Source: an optimization exercise on an open RTL-to-GDS flow (aim: small area). Production flows keep margins and buffers that such runs may drop.
In this exercise RTL edits were held to simulation tests only and were not proved equivalent to the original.
Power and IR drop assume default switching activity. The flow treats the clock pin as an ideal source, which a real chip does not have.

`flow/run.sh`:
```
#!/bin/bash
# The standard layout (standard.sh) with two changes: the input and output
# ports are buffered with the smallest buffer (buf_1), and clock tree synthesis
# adds no dummy loads to balance the tree (leaf clusters of up to 33 sinks within 90 um,
# clkbuf_16 only). The full tool output goes to standard.log here and to the
# ORFS logs under orfs/logs.
set -e
cd "$(dirname "$0")/.."
export BUFFER_PORTS_ARGS="-buffer_cell sky130_fd_sc_hd__buf_1"
export CTS_ARGS="-sink_clustering_enable -repair_clock_nets -dont_use_dummy_load -sink_clustering_size 33 -sink_clustering_max_diameter 90 -buf_list sky130_fd_sc_hd__clkbuf_16"
bash standard.sh > standard.log 2>&1
```
`standard.sh`:
```
#!/bin/bash
# synth_recipe.tcl (not shown) runs the flow's synth.tcl, then flattens the netlist and writes it again
# the make line also repeats each setting of config.mk as NAME=value (left out here)
make -C /OpenROAD-flow-scripts/flow DESIGN_CONFIG=/design/flow/config.mk WORK_HOME=/design/flow/orfs CLKGATE_MAP_FILE= SYNTH_SCRIPT=/design/flow/synth_recipe.tcl "${@:-finish}"
```
`config.mk`:
```
export PLATFORM = sky130hd
export DESIGN_NAME = fm_voice
export DESIGN_NICKNAME = fm_voice
export VERILOG_FILES = /design/flow/design.v
export SDC_FILE = /design/flow/constraint.sdc
export NUM_CORES = 4
export LEC_CHECK = 0
export ABC_AREA = 1
export CAP_MARGIN = 20
export CORE_MARGIN = 2
export CORE_UTILIZATION = 75
export PLACE_DENSITY = 0.85
export SLEW_MARGIN = 20
```
`constraint.sdc`:
```
create_clock -name core_clock -period 10.0 [get_ports {clk37}]
set_input_delay 2.0000 -clock core_clock [delete_from_list [all_inputs] [get_ports {clk37}]]
set_output_delay 2.0000 -clock core_clock [all_outputs]
set_load 0.01 [all_outputs]
```
`design.v`:
```
package synth_pkg;
	localparam int NUM_OPS = 6;
endpackage
module wave_rom
(
	input logic [6:0] addr,
	output logic [6:0] data
);
	logic [6:0] idx;  
	assign idx = addr[6] ? 7'd64 - {1'b0, addr[5:0]} : {1'b0, addr[5:0]};
	always_comb begin
		case (idx)
			7'd0: data = 7'd0;
			7'd1: data = 7'd3;
			7'd2: data = 7'd6;
			7'd3: data = 7'd9;
			7'd4: data = 7'd12;
			7'd5: data = 7'd16;
			7'd6: data = 7'd19;
			7'd7: data = 7'd22;
			7'd8: data = 7'd25;
			7'd9: data = 7'd28;
			7'd10: data = 7'd31;
			7'd11: data = 7'd34;
			7'd12: data = 7'd37;
			7'd13: data = 7'd40;
			7'd14: data = 7'd43;
			7'd15: data = 7'd46;
			7'd16: data = 7'd49;
			7'd17: data = 7'd51;
			7'd18: data = 7'd54;
			7'd19: data = 7'd57;
			7'd20: data = 7'd60;
			7'd21: data = 7'd63;
			7'd22: data = 7'd65;
			7'd23: data = 7'd68;
			7'd24: data = 7'd71;
			7'd25: data = 7'd73;
			7'd26: data = 7'd76;
			7'd27: data = 7'd78;
			7'd28: data = 7'd81;
			7'd29: data = 7'd83;
			7'd30: data = 7'd85;
			7'd31: data = 7'd88;
			7'd32: data = 7'd90;
			7'd33: data = 7'd92;
			7'd34: data = 7'd94;
			7'd35: data = 7'd96;
			7'd36: data = 7'd98;
			7'd37: data = 7'd100;
			7'd38: data = 7'd102;
			7'd39: data = 7'd104;
			7'd40: data = 7'd106;
			7'd41: data = 7'd107;
			7'd42: data = 7'd109;
			7'd43: data = 7'd111;
			7'd44: data = 7'd112;
			7'd45: data = 7'd113;
			7'd46: data = 7'd115;
			7'd47: data = 7'd116;
			7'd48: data = 7'd117;
			7'd49: data = 7'd118;
			7'd50: data = 7'd120;
			7'd51: data = 7'd121;
			7'd52: data = 7'd122;
			7'd53: data = 7'd122;
			7'd54: data = 7'd123;
			7'd55: data = 7'd124;
			7'd56: data = 7'd125;
			7'd57: data = 7'd125;
			7'd58: data = 7'd126;
			7'd59: data = 7'd126;
			7'd60: data = 7'd126;
			7'd61: data = 7'd127;
			7'd62: data = 7'd127;
			7'd63: data = 7'd127;
			7'd64: data = 7'd127;
			default: data = 7'd0;
		endcase
	end
endmodule
module rip_add #(
	parameter int W = 16
) (
	input logic [W-1:0] a,
	input logic [W-1:0] b,
	input logic ci,
	output logic [W-1:0] s,
	output logic co
);
	logic [W:0] c;
	assign c[0] = ci;
	for (genvar i = 0; i < W; i++) begin : g_bit
		assign s[i] = a[i] ^ b[i] ^ c[i];
		assign c[i + 1] = (a[i] & b[i]) | (c[i] & (a[i] ^ b[i]));
	end
	assign co = c[W];
endmodule
module rip_inc #(
	parameter int W = 32
) (
	input logic [W-1:0] a,
	output logic [W-1:0] s
);
	logic [W:0] c;
	assign c[0] = 1'b1;
	for (genvar i = 0; i < W; i++) begin : g_bit
		assign s[i] = a[i] ^ c[i];
		assign c[i + 1] = a[i] & c[i];
	end
endmodule
module voice_mixer
(
	input logic [6:0] mag,
	input logic sgn,
	input logic [15:0] lvl,  
	input logic [18:0] base,
	output logic [18:0] acc_new
);
	logic [26:8] sum;
	logic [15:0] lx;
	assign lx = lvl ^ {16{sgn}};
	logic p1;
	logic p2;
	logic p3;
	logic p4;
	logic p5;
	logic p6;
	logic p7;
	logic p8;
	logic p9;
	logic p10;
	logic p11;
	logic p12;
	logic p13;
	logic p14;
	logic p15;
	logic p16;
	logic p17;
	logic p18;
	logic p19;
	logic p20;
	logic p21;
	logic p22;
	logic p23;
	logic p24;
	logic p25;
	logic p26;
	logic p27;
	logic p28;
	logic p29;
	logic p30;
	logic p31;
	logic p32;
	logic p33;
	logic p34;
	logic p35;
	logic p36;
	logic p37;
	logic p38;
	logic p39;
	logic p40;
	logic p41;
	logic p42;
	logic p43;
	logic p44;
	logic p45;
	logic p46;
	logic p47;
	logic p48;
	logic p49;
	logic p50;
	logic p51;
	logic p52;
	logic p53;
	logic p54;
	logic p55;
	logic p56;
	logic p57;
	logic p58;
	logic p59;
	logic p60;
	logic p61;
	logic p62;
	logic p63;
	logic p64;
	logic p65;
	logic p66;
	logic p67;
	logic p68;
	logic p69;
	logic p70;
	logic p71;
	logic p72;
	logic p73;
	logic p74;
	logic p75;
	logic p76;
	logic p77;
	logic p78;
	logic p79;
	logic p80;
	logic p81;
	logic p82;
	logic p83;
	logic p84;
	logic p85;
	logic p86;
	logic p87;
	logic p88;
	logic p89;
	logic p90;
	logic p91;
	logic p92;
	logic p93;
	logic p94;
	logic p95;
	logic p96;
	logic p97;
	logic p98;
	logic p99;
	logic p100;
	logic p101;
	logic p102;
	logic p103;
	logic p104;
	logic p105;
	logic p106;
	logic p107;
	logic p108;
	logic p109;
	logic p110;
	logic p111;
	logic p112;
	logic p113;
	logic p114;
	logic p115;
	logic p116;
	logic p117;
	logic p118;
	logic p119;
	logic s120;
	logic c121;
	logic s122;
	logic c123;
	logic s124;
	logic c125;
	logic s126;
	logic c127;
	logic s128;
	logic c129;
	logic s130;
	logic c131;
	logic s132;
	logic c133;
	logic s134;
	logic c135;
	logic s136;
	logic c137;
	logic s138;
	logic c139;
	logic s140;
	logic c141;
	logic s142;
	logic c143;
	logic s144;
	logic c145;
	logic s146;
	logic c147;
	logic s148;
	logic c149;
	logic s150;
	logic c151;
	logic s152;
	logic c153;
	logic s154;
	logic c155;
	logic s156;
	logic c157;
	logic s158;
	logic c159;
	logic s160;
	logic c161;
	logic s162;
	logic c163;
	logic s164;
	logic c165;
	logic s166;
	logic c167;
	logic s168;
	logic c169;
	logic s170;
	logic c171;
	logic s172;
	logic c173;
	logic s174;
	logic c175;
	logic s176;
	logic c177;
	logic s178;
	logic c179;
	logic s180;
	logic c181;
	logic s182;
	logic c183;
	logic s184;
	logic c185;
	logic s186;
	logic c187;
	logic s188;
	logic c189;
	logic s190;
	logic c191;
	logic s192;
	logic c193;
	logic s194;
	logic c195;
	logic s196;
	logic c197;
	logic s198;
	logic c199;
	logic s200;
	logic c201;
	logic s202;
	logic c203;
	logic s204;
	logic c205;
	logic s206;
	logic c207;
	logic s208;
	logic c209;
	logic s210;
	logic c211;
	logic s212;
	logic c213;
	logic s214;
	logic c215;
	logic s216;
	logic c217;
	logic s218;
	logic c219;
	logic s220;
	logic c221;
	logic s222;
	logic c223;
	logic s224;
	logic c225;
	logic s226;
	logic c227;
	logic s228;
	logic c229;
	logic s230;
	logic c231;
	logic s232;
	logic c233;
	logic s234;
	logic c235;
	logic s236;
	logic c237;
	logic s238;
	logic c239;
	logic s240;
	logic c241;
	logic s242;
	logic c243;
	logic s244;
	logic c245;
	logic s246;
	logic c247;
	logic s248;
	logic c249;
	logic s250;
	logic c251;
	logic s252;
	logic c253;
	logic s254;
	logic c255;
	logic s256;
	logic c257;
	logic s258;
	logic c259;
	logic s260;
	logic c261;
	logic s262;
	logic c263;
	logic s264;
	logic c265;
	logic s266;
	logic c267;
	logic s268;
	logic c269;
	logic s270;
	logic c271;
	logic s272;
	logic c273;
	logic s274;
	logic c275;
	logic s276;
	logic c277;
	logic s278;
	logic c279;
	logic s280;
	logic c281;
	logic s282;
	logic c283;
	logic s284;
	logic c285;
	logic s286;
	logic c287;
	logic s288;
	logic c289;
	logic s290;
	logic c291;
	logic s292;
	logic c293;
	logic s294;
	logic c295;
	logic s296;
	logic c297;
	logic s298;
	logic c299;
	logic s300;
	logic c301;
	logic s302;
	logic c303;
	logic s304;
	logic c305;
	logic s306;
	logic c307;
	logic s308;
	logic c309;
	logic s310;
	logic c311;
	logic r312;
	logic r313;
	logic r314;
	logic r315;
	logic r316;
	logic r317;
	logic r318;
	logic r319;
	logic r320;
	logic r321;
	logic r322;
	logic r323;
	logic r324;
	logic r325;
	logic u326;
	logic v327;
	logic r328;
	logic r329;
	logic u330;
	logic v331;
	logic r332;
	logic r333;
	logic u334;
	logic v335;
	logic r336;
	logic r337;
	logic u338;
	logic v339;
	logic r340;
	logic r341;
	logic u342;
	logic v343;
	logic r344;
	logic r345;
	logic u346;
	logic v347;
	logic r348;
	logic r349;
	logic u350;
	logic v351;
	logic r352;
	logic r353;
	logic u354;
	logic v355;
	logic r356;
	logic r357;
	logic u358;
	logic v359;
	logic r360;
	logic r361;
	logic u362;
	logic v363;
	logic r364;
	logic r365;
	logic u366;
	logic v367;
	logic r368;
	logic r369;
	logic u370;
	logic v371;
	logic r372;
	logic r373;
	logic u374;
	logic v375;
	assign p1 = mag[0] & lx[0];
	assign p2 = mag[0] & lx[1];
	assign p3 = mag[0] & lx[2];
	assign p4 = mag[0] & lx[3];
	assign p5 = mag[0] & lx[4];
	assign p6 = mag[0] & lx[5];
	assign p7 = mag[0] & lx[6];
	assign p8 = mag[0] & lx[7];
	assign p9 = mag[0] & lx[8];
	assign p10 = mag[0] & lx[9];
	assign p11 = mag[0] & lx[10];
	assign p12 = mag[0] & lx[11];
	assign p13 = mag[0] & lx[12];
	assign p14 = mag[0] & lx[13];
	assign p15 = mag[0] & lx[14];
	assign p16 = ~(mag[0] & lx[15]);
	assign p17 = sgn & mag[0];
	assign p18 = mag[1] & lx[0];
	assign p19 = mag[1] & lx[1];
	assign p20 = mag[1] & lx[2];
	assign p21 = mag[1] & lx[3];
	assign p22 = mag[1] & lx[4];
	assign p23 = mag[1] & lx[5];
	assign p24 = mag[1] & lx[6];
	assign p25 = mag[1] & lx[7];
	assign p26 = mag[1] & lx[8];
	assign p27 = mag[1] & lx[9];
	assign p28 = mag[1] & lx[10];
	assign p29 = mag[1] & lx[11];
	assign p30 = mag[1] & lx[12];
	assign p31 = mag[1] & lx[13];
	assign p32 = mag[1] & lx[14];
	assign p33 = ~(mag[1] & lx[15]);
	assign p34 = sgn & mag[1];
	assign p35 = mag[2] & lx[0];
	assign p36 = mag[2] & lx[1];
	assign p37 = mag[2] & lx[2];
	assign p38 = mag[2] & lx[3];
	assign p39 = mag[2] & lx[4];
	assign p40 = mag[2] & lx[5];
	assign p41 = mag[2] & lx[6];
	assign p42 = mag[2] & lx[7];
	assign p43 = mag[2] & lx[8];
	assign p44 = mag[2] & lx[9];
	assign p45 = mag[2] & lx[10];
	assign p46 = mag[2] & lx[11];
	assign p47 = mag[2] & lx[12];
	assign p48 = mag[2] & lx[13];
	assign p49 = mag[2] & lx[14];
	assign p50 = ~(mag[2] & lx[15]);
	assign p51 = sgn & mag[2];
	assign p52 = mag[3] & lx[0];
	assign p53 = mag[3] & lx[1];
	assign p54 = mag[3] & lx[2];
	assign p55 = mag[3] & lx[3];
	assign p56 = mag[3] & lx[4];
	assign p57 = mag[3] & lx[5];
	assign p58 = mag[3] & lx[6];
	assign p59 = mag[3] & lx[7];
	assign p60 = mag[3] & lx[8];
	assign p61 = mag[3] & lx[9];
	assign p62 = mag[3] & lx[10];
	assign p63 = mag[3] & lx[11];
	assign p64 = mag[3] & lx[12];
	assign p65 = mag[3] & lx[13];
	assign p66 = mag[3] & lx[14];
	assign p67 = ~(mag[3] & lx[15]);
	assign p68 = sgn & mag[3];
	assign p69 = mag[4] & lx[0];
	assign p70 = mag[4] & lx[1];
	assign p71 = mag[4] & lx[2];
	assign p72 = mag[4] & lx[3];
	assign p73 = mag[4] & lx[4];
	assign p74 = mag[4] & lx[5];
	assign p75 = mag[4] & lx[6];
	assign p76 = mag[4] & lx[7];
	assign p77 = mag[4] & lx[8];
	assign p78 = mag[4] & lx[9];
	assign p79 = mag[4] & lx[10];
	assign p80 = mag[4] & lx[11];
	assign p81 = mag[4] & lx[12];
	assign p82 = mag[4] & lx[13];
	assign p83 = mag[4] & lx[14];
	assign p84 = ~(mag[4] & lx[15]);
	assign p85 = sgn & mag[4];
	assign p86 = mag[5] & lx[0];
	assign p87 = mag[5] & lx[1];
	assign p88 = mag[5] & lx[2];
	assign p89 = mag[5] & lx[3];
	assign p90 = mag[5] & lx[4];
	assign p91 = mag[5] & lx[5];
	assign p92 = mag[5] & lx[6];
	assign p93 = mag[5] & lx[7];
	assign p94 = mag[5] & lx[8];
	assign p95 = mag[5] & lx[9];
	assign p96 = mag[5] & lx[10];
	assign p97 = mag[5] & lx[11];
	assign p98 = mag[5] & lx[12];
	assign p99 = mag[5] & lx[13];
	assign p100 = mag[5] & lx[14];
	assign p101 = ~(mag[5] & lx[15]);
	assign p102 = sgn & mag[5];
	assign p103 = mag[6] & lx[0];
	assign p104 = mag[6] & lx[1];
	assign p105 = mag[6] & lx[2];
	assign p106 = mag[6] & lx[3];
	assign p107 = mag[6] & lx[4];
	assign p108 = mag[6] & lx[5];
	assign p109 = mag[6] & lx[6];
	assign p110 = mag[6] & lx[7];
	assign p111 = mag[6] & lx[8];
	assign p112 = mag[6] & lx[9];
	assign p113 = mag[6] & lx[10];
	assign p114 = mag[6] & lx[11];
	assign p115 = mag[6] & lx[12];
	assign p116 = mag[6] & lx[13];
	assign p117 = mag[6] & lx[14];
	assign p118 = ~(mag[6] & lx[15]);
	assign p119 = sgn & mag[6];
	assign s120 = p6 ^ p22;
	assign c121 = p6 & p22;
	assign s122 = p7 ^ p23 ^ p39;
	assign c123 = (p7 & p23) | (p7 & p39) | (p23 & p39);
	assign s124 = p55 ^ p71;
	assign c125 = p55 & p71;
	assign s126 = p8 ^ p24 ^ p40;
	assign c127 = (p8 & p24) | (p8 & p40) | (p24 & p40);
	assign s128 = p56 ^ p72;
	assign c129 = p56 & p72;
	assign s130 = p9 ^ p25 ^ p41;
	assign c131 = (p9 & p25) | (p9 & p41) | (p25 & p41);
	assign s132 = p57 ^ p73 ^ p89;
	assign c133 = (p57 & p73) | (p57 & p89) | (p73 & p89);
	assign s134 = p10 ^ p26 ^ p42;
	assign c135 = (p10 & p26) | (p10 & p42) | (p26 & p42);
	assign s136 = p58 ^ p74 ^ p90;
	assign c137 = (p58 & p74) | (p58 & p90) | (p74 & p90);
	assign s138 = p11 ^ p27 ^ p43;
	assign c139 = (p11 & p27) | (p11 & p43) | (p27 & p43);
	assign s140 = p59 ^ p75 ^ p91;
	assign c141 = (p59 & p75) | (p59 & p91) | (p75 & p91);
	assign s142 = p12 ^ p28 ^ p44;
	assign c143 = (p12 & p28) | (p12 & p44) | (p28 & p44);
	assign s144 = p60 ^ p76 ^ p92;
	assign c145 = (p60 & p76) | (p60 & p92) | (p76 & p92);
	assign s146 = p13 ^ p29 ^ p45;
	assign c147 = (p13 & p29) | (p13 & p45) | (p29 & p45);
	assign s148 = p61 ^ p77 ^ p93;
	assign c149 = (p61 & p77) | (p61 & p93) | (p77 & p93);
	assign s150 = p14 ^ p30 ^ p46;
	assign c151 = (p14 & p30) | (p14 & p46) | (p30 & p46);
	assign s152 = p62 ^ p78 ^ p94;
	assign c153 = (p62 & p78) | (p62 & p94) | (p78 & p94);
	assign s154 = p15 ^ p31 ^ p47;
	assign c155 = (p15 & p31) | (p15 & p47) | (p31 & p47);
	assign s156 = p63 ^ p79 ^ p95;
	assign c157 = (p63 & p79) | (p63 & p95) | (p79 & p95);
	assign s158 = p16 ^ p32 ^ p48;
	assign c159 = (p16 & p32) | (p16 & p48) | (p32 & p48);
	assign s160 = p64 ^ p80 ^ p96;
	assign c161 = (p64 & p80) | (p64 & p96) | (p80 & p96);
	assign s162 = p33 ^ p49 ^ p65;
	assign c163 = (p33 & p49) | (p33 & p65) | (p49 & p65);
	assign s164 = p81 ^ p97;
	assign c165 = p81 & p97;
	assign s166 = p50 ^ p66 ^ p82;
	assign c167 = (p50 & p66) | (p50 & p82) | (p66 & p82);
	assign s168 = p4 ^ p20;
	assign c169 = p4 & p20;
	assign s170 = p5 ^ p21 ^ p37;
	assign c171 = (p5 & p21) | (p5 & p37) | (p21 & p37);
	assign s172 = p53 ^ p69;
	assign c173 = p53 & p69;
	assign s174 = s120 ^ p38 ^ p54;
	assign c175 = (s120 & p38) | (s120 & p54) | (p38 & p54);
	assign s176 = p70 ^ p86 ^ p102;
	assign c177 = (p70 & p86) | (p70 & p102) | (p86 & p102);
	assign s178 = c121 ^ s122 ^ s124;
	assign c179 = (c121 & s122) | (c121 & s124) | (s122 & s124);
	assign s180 = p87 ^ p103 ^ p119;
	assign c181 = (p87 & p103) | (p87 & p119) | (p103 & p119);
	assign s182 = c123 ^ c125 ^ s126;
	assign c183 = (c123 & c125) | (c123 & s126) | (c125 & s126);
	assign s184 = s128 ^ p88 ^ p104;
	assign c185 = (s128 & p88) | (s128 & p104) | (p88 & p104);
	assign s186 = c127 ^ c129 ^ s130;
	assign c187 = (c127 & c129) | (c127 & s130) | (c129 & s130);
	assign s188 = s132 ^ p105 ^ base[0];
	assign c189 = (s132 & p105) | (s132 & base[0]) | (p105 & base[0]);
	assign s190 = c131 ^ c133 ^ s134;
	assign c191 = (c131 & c133) | (c131 & s134) | (c133 & s134);
	assign s192 = s136 ^ p106 ^ base[1];
	assign c193 = (s136 & p106) | (s136 & base[1]) | (p106 & base[1]);
	assign s194 = c135 ^ c137 ^ s138;
	assign c195 = (c135 & c137) | (c135 & s138) | (c137 & s138);
	assign s196 = s140 ^ p107 ^ base[2];
	assign c197 = (s140 & p107) | (s140 & base[2]) | (p107 & base[2]);
	assign s198 = c139 ^ c141 ^ s142;
	assign c199 = (c139 & c141) | (c139 & s142) | (c141 & s142);
	assign s200 = s144 ^ p108 ^ base[3];
	assign c201 = (s144 & p108) | (s144 & base[3]) | (p108 & base[3]);
	assign s202 = c143 ^ c145 ^ s146;
	assign c203 = (c143 & c145) | (c143 & s146) | (c145 & s146);
	assign s204 = s148 ^ p109 ^ base[4];
	assign c205 = (s148 & p109) | (s148 & base[4]) | (p109 & base[4]);
	assign s206 = c147 ^ c149 ^ s150;
	assign c207 = (c147 & c149) | (c147 & s150) | (c149 & s150);
	assign s208 = s152 ^ p110 ^ base[5];
	assign c209 = (s152 & p110) | (s152 & base[5]) | (p110 & base[5]);
	assign s210 = c151 ^ c153 ^ s154;
	assign c211 = (c151 & c153) | (c151 & s154) | (c153 & s154);
	assign s212 = s156 ^ p111 ^ base[6];
	assign c213 = (s156 & p111) | (s156 & base[6]) | (p111 & base[6]);
	assign s214 = c155 ^ c157 ^ s158;
	assign c215 = (c155 & c157) | (c155 & s158) | (c157 & s158);
	assign s216 = s160 ^ p112 ^ base[7];
	assign c217 = (s160 & p112) | (s160 & base[7]) | (p112 & base[7]);
	assign s218 = c159 ^ c161 ^ s162;
	assign c219 = (c159 & c161) | (c159 & s162) | (c161 & s162);
	assign s220 = s164 ^ p113 ^ base[8];
	assign c221 = (s164 & p113) | (s164 & base[8]) | (p113 & base[8]);
	assign s222 = c163 ^ c165 ^ s166;
	assign c223 = (c163 & c165) | (c163 & s166) | (c165 & s166);
	assign s224 = p98 ^ p114 ^ base[9];
	assign c225 = (p98 & p114) | (p98 & base[9]) | (p114 & base[9]);
	assign s226 = c167 ^ p67 ^ p83;
	assign c227 = (c167 & p67) | (c167 & p83) | (p67 & p83);
	assign s228 = p99 ^ p115 ^ base[10];
	assign c229 = (p99 & p115) | (p99 & base[10]) | (p115 & base[10]);
	assign s230 = p84 ^ p100 ^ p116;
	assign c231 = (p84 & p100) | (p84 & p116) | (p100 & p116);
	assign s232 = p3 ^ p19;
	assign c233 = p3 & p19;
	assign s234 = s168 ^ p36 ^ p52;
	assign c235 = (s168 & p36) | (s168 & p52) | (p36 & p52);
	assign s236 = c169 ^ s170 ^ s172;
	assign c237 = (c169 & s170) | (c169 & s172) | (s170 & s172);
	assign s238 = c171 ^ c173 ^ s174;
	assign c239 = (c171 & c173) | (c171 & s174) | (c173 & s174);
	assign s240 = c175 ^ c177 ^ s178;
	assign c241 = (c175 & c177) | (c175 & s178) | (c177 & s178);
	assign s242 = c179 ^ c181 ^ s182;
	assign c243 = (c179 & c181) | (c179 & s182) | (c181 & s182);
	assign s244 = c183 ^ c185 ^ s186;
	assign c245 = (c183 & c185) | (c183 & s186) | (c185 & s186);
	assign s246 = c187 ^ c189 ^ s190;
	assign c247 = (c187 & c189) | (c187 & s190) | (c189 & s190);
	assign s248 = c191 ^ c193 ^ s194;
	assign c249 = (c191 & c193) | (c191 & s194) | (c193 & s194);
	assign s250 = c195 ^ c197 ^ s198;
	assign c251 = (c195 & c197) | (c195 & s198) | (c197 & s198);
	assign s252 = c199 ^ c201 ^ s202;
	assign c253 = (c199 & c201) | (c199 & s202) | (c201 & s202);
	assign s254 = c203 ^ c205 ^ s206;
	assign c255 = (c203 & c205) | (c203 & s206) | (c205 & s206);
	assign s256 = c207 ^ c209 ^ s210;
	assign c257 = (c207 & c209) | (c207 & s210) | (c209 & s210);
	assign s258 = c211 ^ c213 ^ s214;
	assign c259 = (c211 & c213) | (c211 & s214) | (c213 & s214);
	assign s260 = c215 ^ c217 ^ s218;
	assign c261 = (c215 & c217) | (c215 & s218) | (c217 & s218);
	assign s262 = c219 ^ c221 ^ s222;
	assign c263 = (c219 & c221) | (c219 & s222) | (c221 & s222);
	assign s264 = c223 ^ c225 ^ s226;
	assign c265 = (c223 & c225) | (c223 & s226) | (c225 & s226);
	assign s266 = c227 ^ c229 ^ s230;
	assign c267 = (c227 & c229) | (c227 & s230) | (c229 & s230);
	assign s268 = c231 ^ p101 ^ p117;
	assign c269 = (c231 & p101) | (c231 & p117) | (p101 & p117);
	assign s270 = p2 ^ p18;
	assign c271 = p2 & p18;
	assign s272 = s232 ^ p35 ^ p51;
	assign c273 = (s232 & p35) | (s232 & p51) | (p35 & p51);
	assign s274 = c233 ^ s234 ^ p68;
	assign c275 = (c233 & s234) | (c233 & p68) | (s234 & p68);
	assign s276 = c235 ^ s236 ^ p85;
	assign c277 = (c235 & s236) | (c235 & p85) | (s236 & p85);
	assign s278 = c237 ^ s238 ^ s176;
	assign c279 = (c237 & s238) | (c237 & s176) | (s238 & s176);
	assign s280 = c239 ^ s240 ^ s180;
	assign c281 = (c239 & s240) | (c239 & s180) | (s240 & s180);
	assign s282 = c241 ^ s242 ^ s184;
	assign c283 = (c241 & s242) | (c241 & s184) | (s242 & s184);
	assign s284 = c243 ^ s244 ^ s188;
	assign c285 = (c243 & s244) | (c243 & s188) | (s244 & s188);
	assign s286 = c245 ^ s246 ^ s192;
	assign c287 = (c245 & s246) | (c245 & s192) | (s246 & s192);
	assign s288 = c247 ^ s248 ^ s196;
	assign c289 = (c247 & s248) | (c247 & s196) | (s248 & s196);
	assign s290 = c249 ^ s250 ^ s200;
	assign c291 = (c249 & s250) | (c249 & s200) | (s250 & s200);
	assign s292 = c251 ^ s252 ^ s204;
	assign c293 = (c251 & s252) | (c251 & s204) | (s252 & s204);
	assign s294 = c253 ^ s254 ^ s208;
	assign c295 = (c253 & s254) | (c253 & s208) | (s254 & s208);
	assign s296 = c255 ^ s256 ^ s212;
	assign c297 = (c255 & s256) | (c255 & s212) | (s256 & s212);
	assign s298 = c257 ^ s258 ^ s216;
	assign c299 = (c257 & s258) | (c257 & s216) | (s258 & s216);
	assign s300 = c259 ^ s260 ^ s220;
	assign c301 = (c259 & s260) | (c259 & s220) | (s260 & s220);
	assign s302 = c261 ^ s262 ^ s224;
	assign c303 = (c261 & s262) | (c261 & s224) | (s262 & s224);
	assign s304 = c263 ^ s264 ^ s228;
	assign c305 = (c263 & s264) | (c263 & s228) | (s264 & s228);
	assign s306 = c265 ^ s266 ^ base[11];
	assign c307 = (c265 & s266) | (c265 & base[11]) | (s266 & base[11]);
	assign s308 = c267 ^ s268 ^ base[12];
	assign c309 = (c267 & s268) | (c267 & base[12]) | (s268 & base[12]);
	assign s310 = c269 ^ p118 ^ base[13];
	assign c311 = (c269 & p118) | (c269 & base[13]) | (p118 & base[13]);
	assign r312 = (p1 & p17) | (1'b0 & (p1 ^ p17));
	assign r313 = (s270 & p34) | (r312 & (s270 ^ p34));
	assign r314 = (c271 & s272) | (r313 & (c271 ^ s272));
	assign r315 = (c273 & s274) | (r314 & (c273 ^ s274));
	assign r316 = (c275 & s276) | (r315 & (c275 ^ s276));
	assign r317 = (c277 & s278) | (r316 & (c277 ^ s278));
	assign r318 = (c279 & s280) | (r317 & (c279 ^ s280));
	assign r319 = (c281 & s282) | (r318 & (c281 ^ s282));
	assign sum[8] = c283 ^ s284 ^ r319;
	assign r320 = (c283 & s284) | (r319 & (c283 ^ s284));
	assign sum[9] = c285 ^ s286 ^ r320;
	assign r321 = (c285 & s286) | (r320 & (c285 ^ s286));
	assign sum[10] = c287 ^ s288 ^ r321;
	assign r322 = (c287 & s288) | (r321 & (c287 ^ s288));
	assign sum[11] = c289 ^ s290 ^ r322;
	assign r323 = (c289 & s290) | (r322 & (c289 ^ s290));
	assign sum[12] = c291 ^ s292 ^ r323;
	assign r324 = (c291 & s292) | (r323 & (c291 ^ s292));
	assign sum[13] = c293 ^ s294 ^ r324;
	assign r325 = (c293 & s294) | (r324 & (c293 ^ s294));
	assign u326 = c295 ^ s296 ^ 1'b0;
	assign v327 = c295 ^ s296 ^ 1'b1;
	assign sum[14] = r325 ? v327 : u326;
	assign r328 = (c295 & s296) | (1'b0 & (c295 ^ s296));
	assign r329 = (c295 & s296) | (1'b1 & (c295 ^ s296));
	assign u330 = c297 ^ s298 ^ r328;
	assign v331 = c297 ^ s298 ^ r329;
	assign sum[15] = r325 ? v331 : u330;
	assign r332 = (c297 & s298) | (r328 & (c297 ^ s298));
	assign r333 = (c297 & s298) | (r329 & (c297 ^ s298));
	assign u334 = c299 ^ s300 ^ r332;
	assign v335 = c299 ^ s300 ^ r333;
	assign sum[16] = r325 ? v335 : u334;
	assign r336 = (c299 & s300) | (r332 & (c299 ^ s300));
	assign r337 = (c299 & s300) | (r333 & (c299 ^ s300));
	assign u338 = c301 ^ s302 ^ r336;
	assign v339 = c301 ^ s302 ^ r337;
	assign sum[17] = r325 ? v339 : u338;
	assign r340 = (c301 & s302) | (r336 & (c301 ^ s302));
	assign r341 = (c301 & s302) | (r337 & (c301 ^ s302));
	assign u342 = c303 ^ s304 ^ r340;
	assign v343 = c303 ^ s304 ^ r341;
	assign sum[18] = r325 ? v343 : u342;
	assign r344 = (c303 & s304) | (r340 & (c303 ^ s304));
	assign r345 = (c303 & s304) | (r341 & (c303 ^ s304));
	assign u346 = c305 ^ s306 ^ r344;
	assign v347 = c305 ^ s306 ^ r345;
	assign sum[19] = r325 ? v347 : u346;
	assign r348 = (c305 & s306) | (r344 & (c305 ^ s306));
	assign r349 = (c305 & s306) | (r345 & (c305 ^ s306));
	assign u350 = c307 ^ s308 ^ r348;
	assign v351 = c307 ^ s308 ^ r349;
	assign sum[20] = r325 ? v351 : u350;
	assign r352 = (c307 & s308) | (r348 & (c307 ^ s308));
	assign r353 = (c307 & s308) | (r349 & (c307 ^ s308));
	assign u354 = c309 ^ s310 ^ r352;
	assign v355 = c309 ^ s310 ^ r353;
	assign sum[21] = r325 ? v355 : u354;
	assign r356 = (c309 & s310) | (r352 & (c309 ^ s310));
	assign r357 = (c309 & s310) | (r353 & (c309 ^ s310));
	assign u358 = c311 ^ base[14] ^ r356;
	assign v359 = c311 ^ base[14] ^ r357;
	assign sum[22] = r325 ? v359 : u358;
	assign r360 = (c311 & base[14]) | (r356 & (c311 ^ base[14]));
	assign r361 = (c311 & base[14]) | (r357 & (c311 ^ base[14]));
	assign u362 = base[15] ^ 1'b0 ^ r360;
	assign v363 = base[15] ^ 1'b0 ^ r361;
	assign sum[23] = r325 ? v363 : u362;
	assign r364 = (base[15] & 1'b0) | (r360 & (base[15] ^ 1'b0));
	assign r365 = (base[15] & 1'b0) | (r361 & (base[15] ^ 1'b0));
	assign u366 = base[16] ^ 1'b0 ^ r364;
	assign v367 = base[16] ^ 1'b0 ^ r365;
	assign sum[24] = r325 ? v367 : u366;
	assign r368 = (base[16] & 1'b0) | (r364 & (base[16] ^ 1'b0));
	assign r369 = (base[16] & 1'b0) | (r365 & (base[16] ^ 1'b0));
	assign u370 = base[17] ^ 1'b0 ^ r368;
	assign v371 = base[17] ^ 1'b0 ^ r369;
	assign sum[25] = r325 ? v371 : u370;
	assign r372 = (base[17] & 1'b0) | (r368 & (base[17] ^ 1'b0));
	assign r373 = (base[17] & 1'b0) | (r369 & (base[17] ^ 1'b0));
	assign u374 = base[18] ^ 1'b0 ^ r372;
	assign v375 = base[18] ^ 1'b0 ^ r373;
	assign sum[26] = r325 ? v375 : u374;
	assign acc_new = sum[26:8];
endmodule
module fm_voice (
	input logic clk37,
	input logic rst,
	input logic cmd_valid,
	input logic [31:0] cmd_data,
	output logic signed [15:0] sample,
	output logic sample_valid,
	output logic cmd_busy
);
	localparam int NOPS = synth_pkg::NUM_OPS;
	logic [2:0] s;
	logic [2:0] s2;  
	logic [2:0] s3;  
	logic [2:0] s4;  
	logic started;  
	logic z2, z1, z0;  
	logic clr_f;  
	logic clr_e;
	assign s2 = (s >= 3'd4) ? s - 3'd4 : s + 3'd2;
	assign s3 = (s >= 3'd3) ? s - 3'd3 : s + 3'd3;
	assign s4 = (s >= 3'd2) ? s - 3'd2 : s + 3'd4;
	always_ff @(posedge clk37) begin
		if (rst) begin
			s <= 3'd3;
			started <= 1'b0;
			z2 <= 1'b1;
			z1 <= 1'b1;
			z0 <= 1'b1;
		end else begin
			s <= (s == 3'd5) ? 3'd0 : s + 3'd1;
			if (s == 3'd1) started <= 1'b1;
			if (started && s == 3'd3) z2 <= 1'b0;
			z1 <= z2;
			z0 <= z1;
		end
	end
	assign clr_f = rst || (z0 && !started && (s == 3'd3 || s == 3'd4));  
	assign clr_e = z2;
	logic [3:0] words_left;
	logic cur_env;  
	logic [2:0] cur_idx;
	logic gate;
	logic [5:0] mix_mask;
	logic [31:0] fld [1:7];  
	logic [31:0] last_q;  
	logic [2:0] eidx;  
	logic [2:0] fidx;  
	logic last_word;
	logic idx_ok;
	logic wr_env;
	logic wr_freq;
	assign cmd_busy = |words_left;
	assign last_word = cmd_valid && (words_left == 4'd1) && !rst;
	assign idx_ok = !(cur_idx[2] && cur_idx[1]);
	assign wr_env = last_word && idx_ok && cur_env;
	assign wr_freq = last_word && idx_ok && !cur_env;
	always_ff @(posedge clk37) begin
		if (rst) begin
			words_left <= '0;
			gate <= 1'b0;
			mix_mask <= '0;
		end else if (cmd_valid) begin
			if (cmd_busy) begin
				words_left <= words_left - 4'd1;
			end else begin
				cur_env <= cmd_data[31:24] == 8'd1;
				cur_idx <= cmd_data[18:16];
				if (cmd_data[31:24] == 8'd1) words_left <= 4'd8;
				if (cmd_data[31:24] == 8'd3) words_left <= 4'd1;
				if (cmd_data[31:24] == 8'd2) begin
					gate <= cmd_data[0];
					mix_mask <= cmd_data[13:8];
				end
			end
		end
	end
	always_ff @(posedge clk37) begin
		if ((cmd_valid && words_left == 4'd8) || wr_freq) fld[1] <= cmd_data;
		for (int m = 2; m < 8; m++) begin
			if (cmd_valid && words_left == 4'(9 - m)) fld[m] <= cmd_data;
		end
		if (wr_env) last_q <= cmd_data;
		if (wr_env) eidx <= cur_idx;
		if (wr_freq) fidx <= cur_idx;
	end
	logic pend_a, pend_b, pend_r, pend_f;
	logic live0, live3, pa0, pa3, pb3;
	logic pf0, pf2, pf4;
	logic ins_a0, ins_a3, ins_b3, ins_r2;
	assign live0 = wr_env && cur_idx == s;
	assign live3 = wr_env && cur_idx == s3;
	assign pa0 = pend_a && eidx == s;
	assign pa3 = pend_a && eidx == s3;
	assign pb3 = pend_b && eidx == s3;
	assign pf0 = pend_f && fidx == s;
	assign pf2 = pend_f && fidx == s2;
	assign pf4 = pend_f && fidx == s4;
	assign ins_a0 = live0 || pa0;
	assign ins_a3 = live3 || pa3;
	assign ins_b3 = live3 || pb3;
	assign ins_r2 = pend_r && eidx == s2;
	always_ff @(posedge clk37) begin
		if (rst) begin
			pend_a <= 1'b0;
			pend_b <= 1'b0;
			pend_r <= 1'b0;
			pend_f <= 1'b0;
		end else begin
			pend_a <= (wr_env && !live0 && !live3) || (pend_a && !pa0 && !pa3);
			pend_b <= (wr_env && !live3) || (pend_b && !pb3);
			pend_r <= wr_env || (pend_r && !ins_r2);
			pend_f <= wr_freq || (pend_f && !pf0 && !pf2 && !pf4);
		end
	end
	logic [95:0] pa [NOPS];  
	logic [127:0] pb [NOPS];  
	logic [31:0] pr [NOPS];  
	logic [31:0] pf [NOPS];  
	logic [95:0] a_w;
	logic [127:0] b_w;
	assign a_w = {fld[1], fld[2], fld[3]};
	assign b_w = {fld[4], fld[5], fld[6], fld[7]};
	logic keep_a0, keep_a3, keep_b3, keep_r2, keep_f0, keep_f2, keep_f4;
	assign keep_a0 = !ins_a0 && !clr_e;
	assign keep_a3 = !ins_a3 && !clr_e;
	assign keep_b3 = !ins_b3 && !clr_e;
	assign keep_r2 = !ins_r2 && !clr_e;
	assign keep_f0 = !pf0 && !clr_f;
	assign keep_f2 = !pf2 && !clr_f;
	assign keep_f4 = !pf4 && !clr_f;
	always_ff @(posedge clk37) begin
		pa[0] <= pa[1];
		pa[1] <= pa[2];
		pa[2] <= ({96{ins_a3}} & a_w) | ({96{keep_a3}} & pa[3]);
		pa[3] <= pa[4];
		pa[4] <= pa[5];
		pa[5] <= ({96{ins_a0}} & a_w) | ({96{keep_a0}} & pa[0]);
		pr[0] <= pr[1];
		pr[1] <= ({32{ins_r2}} & last_q) | ({32{keep_r2}} & pr[2]);
		pr[2] <= pr[3];
		pr[3] <= pr[4];
		pr[4] <= pr[5];
		pr[5] <= pr[0];
		pb[0] <= pb[1];
		pb[1] <= pb[2];
		pb[2] <= ({128{ins_b3}} & b_w) | ({128{keep_b3}} & pb[3]);
		pb[3] <= pb[4];
		pb[4] <= pb[5];
		pb[5] <= pb[0];
		pf[0] <= pf[1];
		pf[1] <= ({32{pf2}} & fld[1]) | ({32{keep_f2}} & pf[2]);
		pf[2] <= pf[3];
		pf[3] <= ({32{pf4}} & fld[1]) | ({32{keep_f4}} & pf[4]);
		pf[4] <= pf[5];
		pf[5] <= ({32{pf0}} & fld[1]) | ({32{keep_f0}} & pf[0]);
	end
	logic [2:0] st_r [NOPS];
	logic [31:0] cnt_r [NOPS];
	logic [31:0] amp_r [NOPS];
	logic [31:0] ph_r [NOPS];
	logic gate_d1, gate_d2;
	always_ff @(posedge clk37) begin
		gate_d1 <= gate;
		gate_d2 <= gate_d1;
	end
	logic [15:0] ph_lo;
	logic ph_c, ph_cq;
	logic [2:0] st1;
	localparam int AL = 17;  
	logic [AL-1:0] isel1;
	logic [AL-1:0] amp_lo;
	logic amp_c, amp_cq;
	rip_add #(16) ph_lo_add (
		.a(z1 ? 16'd0 : ph_r[1][15:0]),
		.b(pf[1][15:0]),
		.ci(1'b0),
		.s(ph_lo),
		.co(ph_c)
	);
	assign st1 = z1 ? 3'd0 : st_r[1];
	assign isel1 = ({AL{st1 == 3'd1}} & pa[1][32 +: AL]) | ({AL{st1 == 3'd2}} & pb[1][96 +: AL]) |
		({AL{st1 == 3'd3}} & pb[1][32 +: AL]) | ({AL{st1[2]}} & pr[1][AL-1:0]);
	rip_add #(AL) amp_lo_add (
		.a(st1 == 3'd3 ? {AL{1'b0}} : amp_r[1][AL-1:0]),
		.b(isel1),
		.ci(1'b0),
		.s(amp_lo),
		.co(amp_c)
	);
	always_ff @(posedge clk37) begin
		ph_cq <= ph_c;
		amp_cq <= amp_c;
	end
	logic [15:0] ph_hi;
	rip_add #(16) ph_hi_add (
		.a(z0 ? 16'd0 : ph_r[0][31:16]),
		.b(pf[0][31:16]),
		.ci(ph_cq),
		.s(ph_hi),
		.co()
	);
	logic [31:0] at_time, at_inc, de_time, de_inc, su_time, su_lvl, re_time, re_inc;
	assign {at_time, at_inc, de_time} = pa[0];
	assign {de_inc, su_time, su_lvl, re_time} = pb[0];
	assign re_inc = pr[0];
	logic [2:0] st;
	logic is_i, is_s, is_r;
	logic [31:0] tsel, amp_sum, cnt_inc;
	logic [31:AL] isel0;
	logic eq, tr;
	logic [2:0] nst;
	logic [31:0] ncnt, namp;
	assign st = z0 ? 3'd0 : st_r[0];
	assign is_i = st == 3'd0;
	assign is_s = st == 3'd3;
	assign is_r = !(is_i || st == 3'd1 || st == 3'd2 || is_s);
	logic sel_a, sel_d, sel_s, sel_r;
	assign sel_a = st == 3'd1;
	assign sel_d = st == 3'd2;
	assign sel_s = is_s;
	assign sel_r = st[2];
	assign tsel = ({32{sel_a}} & at_time) | ({32{sel_d}} & de_time) | ({32{sel_s}} & su_time) | ({32{sel_r}} & re_time);
	assign isel0 = ({(32-AL){sel_a}} & at_inc[31:AL]) | ({(32-AL){sel_d}} & de_inc[31:AL]) |
		({(32-AL){sel_s}} & su_lvl[31:AL]) | ({(32-AL){sel_r}} & re_inc[31:AL]);
	assign eq = cnt_r[0] == tsel;
	rip_add #(32 - AL) amp_hi_add (
		.a(sel_s ? {(32-AL){1'b0}} : amp_r[0][31:AL]),
		.b(isel0),
		.ci(amp_cq),
		.s(amp_sum[31:AL]),
		.co()
	);
	assign amp_sum[AL-1:0] = amp_r[0][AL-1:0];
	rip_inc #(32) cnt_inc_add (
		.a(cnt_r[0]),
		.s(cnt_inc)
	);
	assign tr = is_r ? (eq || amp_sum[31]) : (eq || !gate_d2);
	always_comb begin
		if (is_i) nst = {2'b00, gate_d2};
		else if (!tr) nst = st;
		else if (is_r) nst = 3'd0;
		else if (gate_d2) nst = st + 3'd1;
		else nst = 3'd4;
	end
	assign ncnt = (is_i || tr) ? 32'd0 : cnt_inc;
	assign namp = (is_i || (is_r && tr)) ? 32'd0 : amp_sum;
	always_ff @(posedge clk37) begin
		for (int k = 0; k < NOPS - 1; k++) begin
			st_r[k] <= st_r[k + 1];
			cnt_r[k] <= cnt_r[k + 1];
			amp_r[k] <= amp_r[k + 1];
			ph_r[k] <= ph_r[k + 1];
		end
		ph_r[0][15:0] <= ph_lo;
		amp_r[0][AL-1:0] <= amp_lo;
		st_r[NOPS - 1] <= nst;
		cnt_r[NOPS - 1] <= ncnt;
		amp_r[NOPS - 1] <= namp;
		ph_r[NOPS - 1] <= {ph_hi, ph_r[0][15:0]};
	end
	logic [6:0] rom_data;
	logic [6:0] mag;
	logic sgn;
	logic [18:0] acc;
	logic [18:0] acc_new;
	wave_rom wave_rom_inst (
		.addr(ph_hi[14:8]),
		.data(rom_data)
	);
	always_ff @(posedge clk37) begin
		mag <= mix_mask[s] ? rom_data : 7'd0;
		sgn <= mix_mask[s] && ph_hi[15];
	end
	voice_mixer voice_mixer_inst (
		.mag(mag),
		.sgn(sgn),
		.lvl(amp_r[NOPS - 1][31:16]),
		.base((s == 3'd1) ? 19'd426752 : acc),
		.acc_new(acc_new)
	);
	always_ff @(posedge clk37) begin
		acc <= acc_new;
	end
	assign sample = acc[18:3];
	assign sample_valid = started && s == 3'd1;
endmodule
```
==> results of run 1 <==
## through the flow
stage | hold WS, ps | setup TNS (ps)
2_1_floorplan | 310 | 0
3_3_place_gp | 310 | -266
3_5_place_dp | 312 | -442
4_1_cts | 287 | 0
5_1_grt | 280 | 0
6_report | 283 | 0
## final cells by class
class,instances,share of cell area (%)
inverters,491,2.44
diodes,1,0.00330
repair buffers,141,1.21
flip-flops and latches,2641,73.2
clock buffers,91,3.00
multi-input cells,2300,18.1
well taps,1265,2.08
## layer usage
metal | routed length [µm] | global-route usage [%]
met3 | 10200 | 4.06
met5 | 17 | 0
met2 | 70600 | 49.8
met1 | 61900 | 42.0
met4 | 5560 | 11.7
## placed cells by master (no fill, tap or decap), types with 85 or more instances in the layout
cell type and n:
buf_4 85, clkbuf_16 91, dfxtp_1 2375, edfxtp_1 266
fa_1 150, inv_1 478, nand2_1 884, nand3_1 388
nor2_1 234, o21ai_0 309
## report_power, final
group          internal [µW]  switching, µW
registers              10700           21.4
clock network           1650           2870
logic                    117            283
total                  12500           3170
## logic make-up after synthesis
group                    after synthesis
flip-flops                          2641
AND/OR/NAND/NOR                     1614
buffers and inverters                691
AO/OA/AOI/OAI                        419
adder cells (fa/ha/maj)              235
XOR/XNOR                              32
## critical path, delay by kind of cell (launching register included)
family	cells	cell delay (ps)
AO/OA/AOI/OAI	1	200
buffers and inverters	5	570
XOR/XNOR	2	520
flip-flops	1	340
AND/OR/NAND/NOR	8	1310
adder cells (fa/ha/maj)	15	6600
## worst max-delay path by stage
stage | start | to | slack [ps] | cells past startpoint
after floorplan | sgn$_DFF_P_ | acc[18]$_DFF_P_ | 8 | 35
after global placement | sgn$_DFF_P_ | acc[18]$_DFF_P_ | -150 | 36
after detailed placement | sgn$_DFF_P_ | acc[18]$_DFF_P_ | -230 | 36
after CTS | sgn$_DFF_P_ | acc[18]$_DFF_P_ | 20 | 36
after global routing | sgn$_DFF_P_ | acc[18]$_DFF_P_ | 40 | 36
final | z0$_SDFF_PP1_ | amp_r[5][15]$_SDFF_PP0_ | 370 | 31
## sequential cells by signal, summed over array words and instances (netlist names), 6 cells and up
name / flops
amp_r: 192
ph_r: 192
st_r: 18
cnt_r: 192
pr: 192
pb: 768
pa: 576
mag: 7
acc: 19
mix_mask: 6
last_q: 32
fld: 224
pf: 192
## what timing repair did
action | CTS | global route
setup buffers | 0 | 1
setup endpoints to repair | 3 | 20
hold buffers | 0 | 0
gates resized for setup | 1 | 8
pin swaps | 7 | 14
==> key figures, run 1 <==
Run status
  • Status: no timing/DRC/antenna violations

Global route
  • Total GRT Usage: 30.4%
  • First-pass GRT wire length: 226000 µm
  • Largest net degree at the start of global routing: 136
  • Vias in the first global route: 39300
  • Antenna violations before repair: 13
  • GRT overflow: 0

Finish
  • Finished Core Util: 79.9%
  • Area grow syn2layout: 5.62%
  • Layout cells sized above 1: 4.54%
  • Final nets: 5936
  • FF+latch area: 0.0555 mm²
  • Design area: 0.0759 mm²
  • Layout Cells excl Fill: 6930
  • Multi-input logic area: 0.0137 mm²
  • Fillcell total: 5077

Logic synthesis
  • Synth Area in XOR/XNOR: 0.390%
  • Post-synthesis adder-cell area fraction: 5.78%
  • Syn Inst Count: 5632
  • Syn Std Cell Area: 0.0719 mm²
  • Top cell types by occurrence after synthesis: dfxtp_1 (2375), nand2_1 (892), inv_1 (479)
  • Ys async rst share: 0%
  • Simple-gate share of the synthesized area: 9.42%
  • Commonest register cell after synthesis: dfxtp_1
  • Syn_nets: 5902
  • Synth Register Bits: 2641
  • Post-synth EDFFs: 266
  • Share of Yosys cell area claimed by the top area cell type: 66.2%
  • Largest area contributor in the netlist: dfxtp_1
  • Most frequent cell after synthesis: dfxtp_1
  • Unique masters post-synth: 45
  • Synth Warn #: 20
  • Syn_area_per_cell: 12.8 µm²
  • Dominant cells by area after synthesis: dfxtp_1 (66%), edfxtp_1 (11%), nand2_1 (4.7%)
  • Mux cell area share after synthesis: 0%
  • Main combinational cell family by area after synthesis: simple AND/OR/NAND/NOR gates
  • Post-synthesis sequential area ratio: 77.3%
  • Area fraction in compound gates after synthesis: 3.23%

Placement
  • Gpl congestion: 0.872
  • Dpl hpwl: 90200 µm
  • Cell count after placement: 6837
  • Buffers on Ports: 52
  • Placed Instance Area: 0.0736 mm²
  • Pre-CTS WS: -233 ps

Timing
  • Max frequency: 104 MHz
  • Worst slew pin tran: 1140 ps
  • Crit share post-route: 96.3%
  • Setup-failing EPs final: 0
  • Final hold violation count: 0
  • Clock skew: 89.5 ps
  • Slew HR: 23.7%
  • Tmin final: 9630 ps
  • Worst setup margin: 374 ps
  • Unrepaired setup endpoints after global routing: no
  • Slew Viols, Final: 0

Floorplan
  • Core Rows: 113
  • Core area: 0.0950 mm²
  • Chip height: 314 µm
  • IO Pins: 53
  • Initial Utilization: 75.6%
  • DIE AREA: 0.0983 mm²
  • Overall die width: 314 µm

Clock tree
  • Clock buffer count from CTS: 91
  • Clk Latency, worst-skew pair: 710 ps
  • CTS tree: built
  • CTS clk-pin slew, worst paths: 120 ps
  • Clock Tree Buf Depth: 3
  • H-tree depth: 3
  • Sinks on Clock Net: 2641
  • CTS root buffer: clkbuf_16

Routing
  • Routed Antenna Nets: 0
  • Routed WL per cell: 21.4 µm
  • Routed Wire Length: 148000 µm
  • DR pass1 iterations: 6
  • Total number of vias: 38400
  • DR vias/cell: 5.55
  • Initial DRC Count: 3820
  • DRC violations left: 0

Worst hold path
  • Min-Delay Path Depth: 0
  • Hold Path End: pb[3][87]$_DFF_P_
  • Hold_sp: pb[4][87]$_DFF_P_
  • Hold Crit Class: reg2reg

Worst setup path
  • Critical path arrival: 10230 ps
  • R2r startpoint: z0$_SDFF_PP1_
  • R2r setup slk: 370 ps
  • Most common cell on crit path: fa_1
  • CP max stage delay: 500 ps
  • CP max stage cell: fa_1
  • Startpoint Class: register
  • Worst R2R Path Depth: 31
  • Critical path required time: 10600 ps
  • Crit end category: register
  • Critical R2R Capture: amp_r[5][15]$_SDFF_PP0_
  • Crit-path max FO: 17
  • Kind of critical path: reg2reg

Pwr
  • Final Power: 15700 µW
  • Maximum VDD drop: 0.174 mV
  • Leakage: 0.0303 µW
  • Power per cell area: 206 mW/mm²

Run
  • Maxcap violations: 0
==> inputs of run 2 (changes only) <==
--- a/config.mk
+++ b/config.mk
@@ -8,6 +8,6 @@
 export ABC_AREA = 1
 export CAP_MARGIN = 20
 export CORE_MARGIN = 2
-export CORE_UTILIZATION = 75
-export PLACE_DENSITY = 0.85
+export CORE_UTILIZATION = 78
+export PLACE_DENSITY = 0.88
 export SLEW_MARGIN = 20
==> run 2 against run 1 <==
First-iteration DRC count grew 12%. Sequential power is essentially flat. Still clean on timing, DRC and antenna. Highest routed layer is now met4. Sequential share of layout area grew 0.15 points. Maximum frequency shrank 1.3%. Largest power group unchanged. Count of clock-buffer cells in the layout is the same. Total power grew 0.12%. Routed wire length grew 5.1%. Die area shrank 3.8%. Area after synthesis is the same. Utilization grew 2.9 points. Critical path type unchanged. Worst hold slack lost 5.5 ps.
==> key figures, run 2 <==
Clock tree
  • Clock Tree Buf Depth: 3 (unchanged)
  • CTS clk-pin slew, worst paths: 120 ps (about the same)
  • Clock buffer count from CTS: 91 (unchanged)
  • H-tree depth: 3 (unchanged)
  • CTS tree: built
  • Setup bufs post-CTS: 0 (unchanged)
  • Hold-fix buffers at CTS: 0 (unchanged)
  • CTS root buffer: clkbuf_16
  • Clk Latency, worst-skew pair: 740 ps (+30 ps)
  • Sinks on Clock Net: 2641 (unchanged)

Finish
  • Area grow syn2layout: 5.42%
  • Layout Cells excl Fill: 6851 (-1.1%)
  • Finished Core Util: 82.8% (+2.9 points)
  • Final nets: 5934 (-0.034%)
  • Max FFs per register: 768 (unchanged)
  • Layout cells sized above 1: 4.50% (-0.034 points)
  • Commonest cells after routing, fill and taps aside: dfxtp_1 (2374), nand2_1 (885), inv_1 (478)
  • Biggest regs: pb x768, pa x576, fld x224
  • Commonest non-fill, non-tap cell in the layout: dfxtp_1
  • Biggest register: pb

Global route
  • GRT overflow: 0 (unchanged)
  • Largest net degree at the start of global routing: 101 (-26%)
  • Total GRT Usage: 33.3% (+2.9 points)
  • Antenna violations before repair: 7 (-6)
  • First-pass GRT wire length: 236000 µm (+4.4%)
  • Vias in the first global route: 40400 (+2.9%)

Pwr
  • Sequential power share: 68.5% (about the same)
  • NetSw: 3190 µW (+0.58%)
  • Gate power share: 2.6% (about the same)
  • Leakage: 0.0303 µW (about the same)
  • Switching Fraction: 20.3% (+0.092 points)
  • Internal: 12500 µW (about the same)
  • Power per cell area: 207 mW/mm² (+0.32%)
  • Maximum VDD drop: 0.244 mV (+40%)
  • Fraction of power consumed by the clock network: 29.0% (about the same)

Timing
  • Final hold violation count: 0 (unchanged)
  • Slew Viols, Final: 0 (unchanged)
  • Max frequency: 103 MHz (-1.3%)
  • Tmin final: 9750 ps (+129 ps)
  • Slew HR: 21.4% (-2.3 points)
  • Clock skew: 88.3 ps (-1.11 ps)
  • Final setup TNS: 0 ps (unchanged)
  • Setup-failing EPs final: 0 (unchanged)
  • Crit share post-route: 97.5% (+1.3 points)
  • Worst slew pin tran: 1180 ps (+34.0 ps)

Logic synthesis
  • Syn_area_per_cell: 12.8 µm² (unchanged)
  • Ys async rst share: 0% (unchanged)
  • Dominant cells by area after synthesis: dfxtp_1 (66%), edfxtp_1 (11%), nand2_1 (4.7%)
  • Syn Inst Count: 5632 (unchanged)
  • Most frequent cell after synthesis: dfxtp_1
  • Syn_nets: 5902 (unchanged)
  • Post-synthesis sequential area ratio: 77.3% (unchanged)
  • Synth Register Bits: 2641 (unchanged)
  • Post-synth EDFFs: 266 (unchanged)
  • Syn Std Cell Area: 0.0719 mm² (unchanged)
  • Synth Warn #: 20 (unchanged)
  • Top cell types by occurrence after synthesis: dfxtp_1 (2375), nand2_1 (892), inv_1 (479)
  • Unique masters post-synth: 45 (unchanged)
  • Share of Yosys cell area claimed by the top area cell type: 66.2% (unchanged)
  • Commonest register cell after synthesis: dfxtp_1
  • Largest area contributor in the netlist: dfxtp_1

Routing
  • DR vias/cell: 5.72 (+3.1%)
  • Initial DRC Count: 4268 (+12%)
  • DRC violations left: 0 (unchanged)
  • Routed Antenna Nets: 0 (unchanged)
  • Total number of vias: 39200 (+1.9%)
  • DR pass1 iterations: 8 (+2)
  • Routed Wire Length: 156000 µm (+5.1%)
  • Routed WL per cell: 22.7 µm (+6.3%)

Floorplan
  • Core Rows: 111 (-1.8%)
  • Core area: 0.0915 mm² (-3.7%)
  • IO Pins: 53 (unchanged)
  • DIE AREA: 0.0946 mm² (-3.8%)
  • Overall die width: 308 µm (-1.9%)
  • Initial Utilization: 78.5% (+2.9 points)
  • Chip height: 308 µm (-1.9%)

Worst setup path
  • Startpoint Class: register
  • Kind of critical path: reg2reg
  • CP delay by family, top: adder cells
  • Critical path required time: 10610 ps (about the same)
  • CP max stage cell: fa_1
  • CP max stage delay: 530 ps (+30 ps)
  • Most common cell on crit path: fa_1
  • Critical path arrival: 10360 ps (+130 ps)
  • WP buf/inv: 5 (unchanged)
  • R2r setup slk: 250 ps (-130 ps)
  • Crit-path max FO: 17 (unchanged)
  • Crit end category: register

Placement
  • Gpl congestion: 0.898 (+2.9%)
  • Cell count after placement: 6756 (-1.2%)
  • Dpl hpwl: 94500 µm (+4.9%)
  • Buffers on Ports: 52 (unchanged)

Run
  • Maxcap violations: 0 (unchanged)

Run status
  • Status: no timing/DRC/antenna violations

Worst hold path
  • Hold Crit Class: reg2reg
## run 2: cell count changes in the layout (fill, tap and decap cells not counted), sizes merged
cell / delta
diode: +2
buf: -4
clkbuf: +2
## run 2: what timing repair did
item                       4_1_cts  5_1_grt
setup endpoints to repair        3       22
pin swaps                        4        8
hold endpoints to repair         0        0
gates resized for setup          4        5
## run 2: cells by family (layout without fill, tap and decap cells)
family	count (synthesis)	in the layout	synth area share (%)
buffers and inverters	691	721	3.90
other	0	3	0
flip-flops	2641	2641	77.3
XOR/XNOR	32	32	0.390
adder cells (fa/ha/maj)	235	235	5.78
AND/OR/NAND/NOR	1614	1614	9.42
AO/OA/AOI/OAI	419	419	3.23
## run 2: final timing paths
kind                                           start                       to  depth (start not counted)
worst max-delay path                   z0$_SDFF_PP1_  amp_r[5][11]$_SDFF_PP0_                         31
worst min-delay path            amp_r[3][19]$_DFF_P_     amp_r[2][19]$_DFF_P_                          0
worst max register to register         z0$_SDFF_PP1_  amp_r[5][11]$_SDFF_PP0_                         31
worst min register to register  amp_r[3][19]$_DFF_P_     amp_r[2][19]$_DFF_P_                          0
## run 2: area by class of cell
| class | instances | area (µm²) |
|---|---|---|
| Fill cell | 4293 | 15800 |
| Timing Repair Buffer | 139 | 891 |
| Multi-Input combinational cell | 2300 | 13700 |
| Tap cell | 1186 | 1480 |
| Inverter | 491 | 1850 |
| Clock buffer | 91 | 2280 |
| Sequential cell | 2641 | 55500 |
| Antenna cell | 3 | 7.51 |
## run 2: metrics by stage
step	total power, µW	hold slack [ps]	cell area (µm²)	worst slack (ps)
2_1_floorplan	11200	310	71900	7.85
3_3_place_gp	11300	309	73400	-117
3_5_place_dp	11400	312	73400	-282
4_1_cts	15700	285	75700	3.58
5_1_grt	16100	271	75800	-66.8
6_report	15700	277	75800	245
## run 2: power by group through the flow
stage / combinational [µW] / clock, µW / sequential (µW)
final: 402 / 4540 / 10700
after global routing: 442 / 4870 / 10700
after CTS: 400 / 4540 / 10700
after detailed placement: 395 / 0 / 11000
after global placement: 375 / 0 / 11000
after floorplan: 270 / 0 / 11000
## run 2: metal layers
layer / part of all wire [%] / track usage, % / up-vias / routed length, µm
met5: 0 / 0 / - / 0
li1: - / - / 17700 / -
met1: 40 / 45.6 / 19400 / 62700
met3: 8.2 / 5.15 / 353 / 12800
met4: 3.5 / 12.3 / 0 / 5500
met2: 48 / 54.8 / 1737 / 74800
==> inputs of run 3 (changes only) <==
==> flow/run.sh (replaced) <==
#!/bin/bash
# The standard layout (standard.sh) with three changes:
# - synthesis maps the logic with ABC's area-oriented mapper: the ORFS scripts
#   are copied to ./orfs_scripts unchanged except abc_area.script (ABC_AREA is
#   set in config.mk), and SCRIPTS_DIR points there;
# - the input and output ports are buffered with the smallest buffer (buf_1);
# - clock tree synthesis adds no dummy loads to balance the tree (leaf clusters
#   of up to 33 sinks within 90 um, clkbuf_16 only).
# The full tool output goes to standard.log here and to the ORFS logs under
# orfs/logs.
set -e
cd "$(dirname "$0")/.."
rm -rf orfs_scripts
cp -r "$FLOW_HOME/scripts" orfs_scripts
printf 'strash\ndch\namap\ntopo\nstime -c\nbuffer -c\nupsize -c\ndnsize -c\n' > orfs_scripts/abc_area.script
export SCRIPTS_DIR="$PWD/orfs_scripts"
export BUFFER_PORTS_ARGS="-buffer_cell sky130_fd_sc_hd__buf_1"
export CTS_ARGS="-sink_clustering_enable -repair_clock_nets -dont_use_dummy_load -sink_clustering_size 33 -sink_clustering_max_diameter 90 -buf_list sky130_fd_sc_hd__clkbuf_16"
bash standard.sh > standard.log 2>&1
--- a/config.mk
+++ b/config.mk
@@ -8,6 +8,6 @@
 export ABC_AREA = 1
 export CAP_MARGIN = 20
 export CORE_MARGIN = 2
-export CORE_UTILIZATION = 78
-export PLACE_DENSITY = 0.88
+export CORE_UTILIZATION = 75
+export PLACE_DENSITY = 0.85
 export SLEW_MARGIN = 20
==> run 3 against run 2 <==
Cell count down 8.6%. Clock skew shrank 4.9 ps. Combinational power grew 3%. Critical path depth grew 4. Clock power hardly changed. Register-to-register slack better by 160 ps. Worst hold slack better by 3.1 ps. Maximum frequency is 1.7% higher. Via count fell by 10%. Largest cell class unchanged. Still clean. Count of clock-buffer cells in the layout up 1.
==> key figures, run 3 <==
Run
  • Maxcap violations: 0 (unchanged)

Floorplan
  • Chip height: 311 µm (+1.0%)
  • Core area: 0.0932 mm² (+1.8%)
  • Initial Utilization: 75.7% (-2.8 points)
  • Core Rows: 112 (+0.90%)
  • DIE AREA: 0.0965 mm² (+2.0%)
  • IO Pins: 53 (unchanged)
  • Overall die width: 311 µm (+1.0%)

Logic synthesis
  • Area fraction in compound gates after synthesis: 7.16% (+3.9 points)
  • Share of Yosys cell area claimed by the top area cell type: 67.4% (+1.3 points)
  • Main combinational cell family by area after synthesis: compound AO/OA/AOI/OAI gates
  • Unique masters post-synth: 59 (+31%)
  • Simple-gate share of the synthesized area: 3.60% (-5.8 points)
  • Mux cell area share after synthesis: 0% (unchanged)
  • Synth Register Bits: 2641 (unchanged)
  • Top cell types by occurrence after synthesis: dfxtp_1 (2375), inv_1 (634), o22ai_1 (332)
  • Largest area contributor in the netlist: dfxtp_1
  • Synth Warn #: 20 (unchanged)
  • Post-synthesis adder-cell area fraction: 5.89% (+0.11 points)
  • Syn_area_per_cell: 14.3 µm² (+12%)
  • Ys async rst share: 0% (unchanged)
  • Most frequent cell after synthesis: dfxtp_1
  • Syn Std Cell Area: 0.0705 mm² (-1.9%)
  • Syn Inst Count: 4944 (-12%)

Finish
  • Biggest register: pb
  • Area grow syn2layout: 5.92%
  • Biggest regs: pb x768, pa x576, fld x224
  • FF+latch area: 0.0555 mm² (about the same)
  • Commonest cells after routing, fill and taps aside: dfxtp_1 (2374), inv_1 (631), o22ai_1 (332)
  • Design area: 0.0747 mm² (-1.4%)
  • Fillcell total: 4617 (+7.5%)
  • Final nets: 5275 (-11%)
  • Commonest non-fill, non-tap cell in the layout: dfxtp_1
  • Max FFs per register: 768 (unchanged)

Clock tree
  • Clk Latency, worst-skew pair: 720 ps (-20 ps)
  • Hold-fix buffers at CTS: 0 (unchanged)
  • Clock Tree Buf Depth: 3 (unchanged)
  • CTS root buffer: clkbuf_16
  • CTS tree: built

Pwr
  • Internal: 12500 µW (+0.36%)
  • Maximum VDD drop: 0.182 mV (-25%)
  • Fraction of power consumed by the clock network: 28.8% (-0.2 points)
  • NetSw: 3200 µW (+0.33%)
  • Leakage: 0.0283 µW (-6.6%)

Global route
  • First-pass GRT wire length: 216000 µm (-8.7%)
  • Largest net degree at the start of global routing: 129 (+28%)
  • GRT overflow: 0 (unchanged)
  • Total GRT Usage: 29.6% (-3.7 points)
  • Antenna violations before repair: 7 (unchanged)

Timing
  • Slew HR: 13.8% (-7.7 points)
  • Tmin final: 9590 ps (-164 ps)
  • Worst setup margin: 409 ps (+164 ps)
  • Final hold violation count: 0 (unchanged)
  • Worst slew pin tran: 1280 ps (+103 ps)

Routing
  • Initial DRC Count: 3514 (-18%)
  • Routed Antenna Nets: 0 (unchanged)
  • Routed Wire Length: 142000 µm (-8.9%)
  • DR vias/cell: 5.63 (-1.5%)
  • DRC violations left: 0 (unchanged)

Worst hold path
  • Min-Delay Path Depth: 0 (unchanged)
  • Hold Crit Class: reg2reg

Worst setup path
  • Kind of critical path: reg2reg
  • CP max stage delay: 550 ps (+20 ps)
  • CP max stage cell: fa_1
  • Worst R2R Path Depth: 35 (+13%)
  • Crit-path max FO: 8 (-9)
  • Critical path arrival: 10130 ps (-230 ps)

Placement
  • Gpl congestion: 0.845 (-5.8%)
  • Cell count after placement: 6165 (-8.7%)
  • Placed Instance Area: 0.0723 mm² (-1.5%)

Run status
  • Status: no timing/DRC/antenna violations
run 3: cell count changes after synthesis, sizes merged, moves of 114 or more:
cell   change
a22o     +114
o22ai    +314
nand3    -385
nand2    -822
o21ai    -257
nor2b    +131
inv      +150
run 3: worst max-delay path: cells and delay by family, from the launching register on:
| kind | cells | cell delay, ps |
|---|---|---|
| compound gates | 5 | 380 |
| fa+ha+maj | 22 | 7920 |
| buf+inv | 5 | 310 |
| flops | 1 | 350 |
| simple gates | 3 | 480 |
run 3: cells by family after synthesis:
family,count (synthesis)
and+or+nand+nor,524
adders and majority gates,235
xor gates and xnor gates,9
AOI/OAI and AO/OA,727
DFF,2641
buffers and inverters,808
run 3: layer usage:
| metal | share of wire, % | track usage (%) | routed length, µm | vias up |
|---|---|---|---|---|
| met2 | 48 | 47.7 | 67900 | 1333 |
| met4 | 3.3 | 10.2 | 4700 | 2 |
| met1 | 42 | 41.4 | 59100 | 17600 |
| met3 | 7.3 | 4.99 | 10300 | 273 |
| met5 | 0.0085 | 0 | 12 | - |
| li1 | - | - | - | 16100 |
run 3: stage by stage:
stage | total power [µW] | hold WS, ps | utilization [%]
4_1_cts | 15800 | 282 | 80.1
3_3_place_gp | 11400 | 310 | 77.6
3_5_place_dp | 11400 | 312 | 77.6
2_1_floorplan | 11300 | 310 | -
5_1_grt | 16100 | 280 | 80.2
6_report | 15700 | 281 | 80.2
run 3: path summary, 6_finish.rpt:
| path | startpoint | endpoint | slack, ps |
|---|---|---|---|
| max | sgn$_DFF_P_ | acc[18]$_DFF_P_ | 410 |
| min | amp_r[3][26]$_DFF_P_ | amp_r[2][26]$_DFF_P_ | 280 |
| max reg2reg | sgn$_DFF_P_ | acc[18]$_DFF_P_ | 410 |
| min reg2reg | amp_r[3][26]$_DFF_P_ | amp_r[2][26]$_DFF_P_ | 280 |
run 3: repair_timing:
action | CTS | global route
pin swaps | 4 | 14
resized for setup | 4 | 11
buffers inserted | 0 | 0
endpoints found under the setup margin | 3 | 67
run 3: power by group through the flow:
stage | clock network (µW) | logic [µW] | registers, µW
2_1_floorplan | 0 | 274 | 11000
3_3_place_gp | 0 | 392 | 11000
3_5_place_dp | 0 | 412 | 11000
4_1_cts | 4560 | 417 | 10800
5_1_grt | 4890 | 463 | 10800
6_report | 4530 | 416 | 10800
run 3: final cells by class:
| class | instances | share of cell area (%) |
|---|---|---|
| repair buffers | 137 | 1.15 |
| flip-flops and latches | 2641 | 74.3 |
| diodes | 2 | 0.00670 |
| well taps | 1254 | 2.10 |
| multi-input cells | 1495 | 16.1 |
| clock buffers | 92 | 3.08 |
| inverters | 638 | 3.22 |

==> afterwards: timing with drivers on the ports <==
How much do the figures lean on ideal ports? The routed layouts below were timed once more, with nothing changed but the port constraints. Step 1 sets driving cells, clkbuf_16 on the clock port and buf_2 on the other inputs (assumed; they add their load-dependent delay and slew). Step 2 times the ports against the registers' clock, not the clock port: input delays grow and output delays shrink by t, the midpoint of the rising clock arrivals with the driver on. a / b / c = no drivers / after step 1 / after step 2; a / b = the first two.
run | shift t [ns] | slack for setup (ns)
run 1 | 0.744 | 0.374 / 0.374 / 0.374
run 2 | 0.765 | 0.245 / 0.245 / 0.245
run 3 | 0.742 | 0.409 / 0.409 / 0.409
After both steps setup and hold are still met in every run listed.
